From an optimization exercise on the open Yosys and OpenROAD flow, aimed at small area, a short achievable clock period and few clock cycles per item; shortcuts taken in it are not production practice. Function not checked in this run: the RTL went through the layout flow alone.

$ cat flow/design.v
package sptc_ctrl_pkg;
  localparam logic [1:0] st_idle    = 2'd0;
  localparam logic [1:0] st_load    = 2'd1;
  localparam logic [1:0] st_compute = 2'd2;
  localparam logic [1:0] st_drain   = 2'd3;
  localparam logic tgt_a = 1'b0;
  localparam logic tgt_b = 1'b1;
endpackage
package sptc_data_pkg;
  localparam int TAG_M_W = $clog2(8 / 4);
  localparam int TAG_K_W = $clog2(8 / 4);
  localparam int TAG_N_W = $clog2(8 / 2);
  localparam int TAG_W = TAG_M_W + TAG_K_W + TAG_N_W;
endpackage
`timescale 1ns/100ps
module sp_core (
  input  logic [3:0][7:0]       a,
  input  logic [3:0][1:0]       idx,
  input  logic [7:0][7:0][7:0]  b,       
  output logic [7:0][17:0]      c
);
  logic [3:0][7:0][7:0] bsel;
  always_comb begin
    for (int j = 0; j < 4; j++) begin
      bsel[j] = b[4 * (j / 2) + int'(idx[j])];
    end
    for (int n = 0; n < 8; n++) begin
      c[n] = 18'($signed(a[0]) * $signed(bsel[0][n]))
           + 18'($signed(a[1]) * $signed(bsel[1][n]))
           + 18'($signed(a[2]) * $signed(bsel[2][n]))
           + 18'($signed(a[3]) * $signed(bsel[3][n]));
    end
  end
endmodule
`timescale 1ns/100ps
module sptc_ctrl (
  input  logic                 reset,
  input  logic                 clk,
  input  logic                 load_valid,
  input  logic                 load_target,
  input  logic [7:0][7:0]      load_data,
  input  logic [3:0][1:0]      load_index,
  input  logic                 start,
  output logic [1:0]           state,
  output logic                 result_valid,
  output logic [2:0]           result_row,
  output logic [7:0][31:0]     result_data
);
  logic [3:0][7:0]      a_val [8];
  logic [3:0][1:0]      a_idx [8];
  logic [7:0][7:0][7:0] b_mem;
  logic [2:0] pa_q, pb_q;
  logic [2:0] rd_row_q;      
  logic       v1_q;
  logic       ready, load_wr, go;
  logic [3:0][7:0] s1_a;
  logic [3:0][1:0] s1_idx;
  logic [7:0][17:0] c_nxt;
  logic [7:0][17:0] c_q;
  assign ready   = ~state[1];
  assign load_wr = load_valid & ready;
  assign go      = start & ready;
  always_ff @(posedge reset or posedge clk) begin
    if (clk) begin
      state        <= sptc_ctrl_pkg::st_idle;
      pa_q         <= '0;
      pb_q         <= '0;
      rd_row_q     <= '0;
      v1_q         <= 1'b0;
      result_valid <= 1'b0;
      result_row   <= '0;
    end else begin
      if (go) rd_row_q <= 3'd1;
      else if (rd_row_q != 3'd0) rd_row_q <= rd_row_q + 3'd1;
      v1_q         <= go | (rd_row_q != 3'd0);
      result_valid <= v1_q;
      if (result_valid) result_row <= result_row + 3'd1;
      if (go) begin
        pa_q <= '0;
        pb_q <= '0;
      end else if (load_wr) begin
        if (load_target == sptc_ctrl_pkg::tgt_a) pa_q <= pa_q + 3'd1;
        else                                     pb_q <= pb_q + 3'd1;
      end
      if (ready) begin
        if (go)           state <= sptc_ctrl_pkg::st_compute;
        else if (load_wr) state <= sptc_ctrl_pkg::st_load;
      end else if (result_valid && result_row == 3'd7) begin
        state <= sptc_ctrl_pkg::st_idle;
      end
    end
  end
  always_ff @(posedge reset) begin
    if (load_wr) begin
      if (load_target == sptc_ctrl_pkg::tgt_a) begin
        a_val[pa_q] <= load_data[3:0];
        a_idx[pa_q] <= load_index;
      end else begin
        b_mem[pb_q] <= load_data;
      end
    end
  end
  always_ff @(posedge reset) begin
    s1_a   <= a_val[rd_row_q];
    s1_idx <= a_idx[rd_row_q];
    c_q    <= c_nxt;
  end
  sp_core u_core (
    .a   (s1_a),
    .idx (s1_idx),
    .b   (b_mem),
    .c   (c_nxt)
  );
  always_comb begin
    for (int n = 0; n < 8; n++) result_data[n] = {{14{c_q[n][17]}}, c_q[n]};
  end
endmodule
$ cat flow/run.sh
#!/bin/bash
# synth_recipe.tcl (not shown) runs the flow's synth.tcl, then flattens the netlist and writes it again
# the make line also repeats each setting of config.mk as NAME=value (left out here)
make -C /OpenROAD-flow-scripts/flow DESIGN_CONFIG=/design/flow/config.mk WORK_HOME=/design/flow/orfs CLKGATE_MAP_FILE= SYNTH_SCRIPT=/design/flow/synth_recipe.tcl finish
$ cat flow/config.mk
export PLATFORM = sky130hd
export DESIGN_NAME = sptc_ctrl
export DESIGN_NICKNAME = sptc_ctrl
export VERILOG_FILES = /design/flow/design.v
export SDC_FILE = /design/flow/constraint.sdc
export NUM_CORES = 4
export LEC_CHECK = 0
export CAP_MARGIN = 20
export CELL_PAD_IN_SITES_DETAIL_PLACEMENT = 1
export CELL_PAD_IN_SITES_GLOBAL_PLACEMENT = 1
export CORE_MARGIN = 2
export CORE_UTILIZATION = 30
export PLACE_DENSITY = 0.45
export SLEW_MARGIN = 20
$ cat flow/constraint.sdc
create_clock -name core_clock -period 8.0 [get_ports {reset}]
set_input_delay 1.6000 -clock core_clock [delete_from_list [all_inputs] [get_ports {reset}]]
set_output_delay 1.6000 -clock core_clock [all_outputs]
set_load 0.01 [all_outputs]
==> out/results.ini <==
[synth]
yosysTopAreaCellShare_pct = 30.1
syn-num-nets = 16000
synthTopCellsByArea = fa_1 30%, edfxtp_1 19%, ha_1 10%, inv_1 8.3%, and2_1 5.9%
syn_avg_cell_area_um2 = 10.5
synthCells = 12800
ys_seq_elements = 1032
ys.flop_type = edfxtp_1
synth_top_area_cell = fa_1
async_reset_ff_share_pct = 1.55
synth_cell_type_count = 81
yosysSeqAreaShare_pct = 21.6
yosysWarnings = 2
synth_edf_count = 832
synth_area_um2 = 135000

[worst_setup_path]
required_ns = 8.74
crit_family = adder cells
path_class = register to register
crit_path_frequent_cell = fa_1
arrival_ns = 8.48
cp_max_fo = 7
start_kind = register
critical-path-slowest-cell = mux4_2
crit_path_max_incr_delay_ns = 0.61
crit_buf_inv = 5
reg2reg_slack_ns = 0.26
end_kind = register

[clock_network]
ctsHtreeMaxLevel = 4
cts_buffer_depth = 4
cts_sinks = 1032
tritoncts = yes
cts_buffers = 144
cts.clk_slew.worst_paths_ns = 0.06
root_buffer = clkbuf_16
ctsHoldBuffers = 0
clock_latency_ns = 0.88

[drt]
drc = 0
met3_wirelength_mm = 20.0
drt_wl_total_mm = 461
via_per_inst = 4.79
vias = 92100
highest_layer = met5
met2_length_mm = 219
wl_met1_mm = 211
wire_per_inst_um = 24.0
first_pass_iters = 5
first_iter_violations = 5151
ant_nets = 0

[placed_design]
hpwl_mm = 362
gp_congestion = 0.808
io_buffers = 338

[timing]
min_period_over_period_pct = 96.8
setup_viol = 0
relSlewSlack_pct = 21.0
totalNegativeSetupSlack_ns = 0
fmax_ghz = 0.129
fin_worst_skew_ns = 0.0699
rsz0062_at_grt = true
hold_violations = 0
fin_crit_ns = 7.74
maxSlewViolCount = 0
tightest_slew_ns = 1.18

[global_route]
grt_max_degree = 139
grt_pass1_wl_mm = 692
grt_overflow = 0
track_usage_pct = 20.4
grt_pass1_vias = 104000
antenna_found_initial = 91

[cells_and_area]
fin_nets = 16300
drive_gt1_share_pct = 10.2
syn2layout_area_growth_pct = 13.7
nFillCells = 49400
utilization_pct = 34.3

[die]
die-area_um2 = 454000
initial_core_util_pct = 30.2
row_count = 245
die_y_um = 674
io_pins = 339
die_w_um = 674
core_um2 = 446000

[run_status]
outcome = timing/DRC/antenna clean

[worst_hold_path]
hold_path_class = register to register

[flow_run]
drv_cap = 0

-- worst paths after layout --
| path | startpoint | end | depth (start not counted) |
|---|---|---|---|
| max | s1_idx[2] | c_q[53] | 28 |
| min | v1_q | result_valid | 0 |
| max reg2reg | s1_idx[2] | c_q[53] | 28 |
| min reg2reg | v1_q | result_valid | 0 |
| max in group asynchronous | clk | rd_row_q[1] | 2 |
| min in group asynchronous | clk | result_row[1] | 2 |
-- registers in the layout, summed over array words and instances (netlist names) --
register and count:
a_idx 64, a_val 256, b_mem 512, c_q 144, pa_q 3, pb_q 3, rd_row_q 3, result_row 3
result_valid 1, s1_a 32, s1_idx 8, state 2, v1_q 1
-- cell usage in the layout (no fill, tap or decap), drive strengths merged, types with 62 or more instances in the layout --
cell | netlist | layout
a21o | 143 | 143
a21oi | 316 | 316
a22o | 512 | 512
and2 | 1261 | 1261
buf | 265 | 499
clkbuf | 327 | 177
clkdlybuf4s50 | 0 | 337
clkinv | 0 | 62
dfxtp | 184 | 184
edfxtp | 832 | 832
fa | 2024 | 2024
ha | 1074 | 1074
inv | 2960 | 2972
mux2 | 68 | 68
mux4 | 312 | 312
nand2 | 709 | 709
nand2b | 89 | 89
nor2 | 309 | 309
nor2b | 67 | 67
o21ai | 194 | 194
xnor2 | 504 | 504
xor2 | 143 | 143
-- Yosys cell counts, drive strengths merged, types with 26 or more instances --
cell    count
nand2     709
a22o      512
or2        51
xor2      143
nand2b     89
and3       26
mux4      312
o21bai     46
and2     1261
o21a       42
xnor2     504
nor2b      67
clkbuf    327
a21oi     316
nor3       43
ha       1074
buf       265
nand3      43
dfxtp     184
mux2i      31
nor2      309
edfxtp    832
inv      2960
o21ai     194
mux2       68
a21o      143
fa       2024
-- per-layer routing --
layer / vias to the layer above / global-route usage [%]
met1: 48800 / 28.3
met4: 18 / 4.53
met2: 1812 / 34.3
li1: 41100 / -
met5: - / 0
met3: 426 / 2.18
-- what timing repair did --
action                                  4_1_cts  5_1_grt
pin swaps                                     1       46
resized for setup                             8      198
cloned                                        1        6
setup buffers                                 7       99
endpoints found under the setup margin        3       37
-- worst reg2reg max path, delay by kind of cell, from the launching register on --
kind / cells / cell delay (ns)
compound gates: 9 / 1.48
xor+xnor: 1 / 0.14
fa+ha+maj: 8 / 3.54
buf+inv: 5 / 0.65
flops: 1 / 0.50
mux: 1 / 0.61
simple gates: 4 / 0.72
-- stage by stage --
step	setup slack (ns)	hold slack, ns	std cells	cell area (um^2)
floorplan	-1.93	0.331	12800	135000
global placement	-0.187	0.339	18800	147000
detailed placement	-0.0783	0.337	18800	147000
CTS	-0.0307	0.357	19100	151000
global route	-0.0826	0.359	19200	153000
finish	0.257	0.357	19200	153000
-- final cells by class --
class                           instances  area [um^2]  area share, %
Multi-Input combinational cell       8191        92600           60.5
Sequential cell                      1032        29200           19.1
Inverter                             2960        11100           7.26
Timing Repair Buffer                  842         8090           5.29
Tap cell                             5928         7420           4.85
Clock buffer                          171         3760           2.46
Clock inverter                         86          693          0.453
Antenna cell                           36         90.1         0.0589
-- kinds of logic (layout without fill, tap and decap cells) --
| family | after synthesis | in the layout | synth area share, % |
|---|---|---|---|
| buffers and inverters | 3552 | 4059 | 10.3 |
| adders and majority gates | 3098 | 3098 | 40.1 |
| and+or+nand+nor | 2644 | 2644 | 10.4 |
| AOI/OAI and AO/OA | 1391 | 1391 | 7.44 |
| DFF | 1032 | 1032 | 21.6 |
| xor gates and xnor gates | 647 | 647 | 4.21 |
| muxes | 411 | 411 | 6.02 |
| other | 0 | 36 | 0 |

## re-timing with driven ports
The results above use ideal ports. As a check the final layout listed here was re-extracted and re-timed, cells and wires unchanged. Step 1 sets driving cells, clkbuf_16 on the clock port and buf_2 on the other inputs (assumed; they add their load-dependent delay and slew). Step 2, shift: input delay + t, output delay - t, t = (earliest + latest rising clock arrival at the registers) / 2. This alone moves slack from input paths to output paths. Three values: ideal, step 1, step 2; two values: the first two.
t, ns: 0.976
slack for setup (ns): 0.257 / 0.257 / 0.257
worst data-port slew with drivers (ns): 0.37
pins driven straight from the clock port: 1
After both steps setup and hold are still met in this run. The setup slack of this run moves by 0.000 ns with the drivers and by 0.000 ns with both steps.
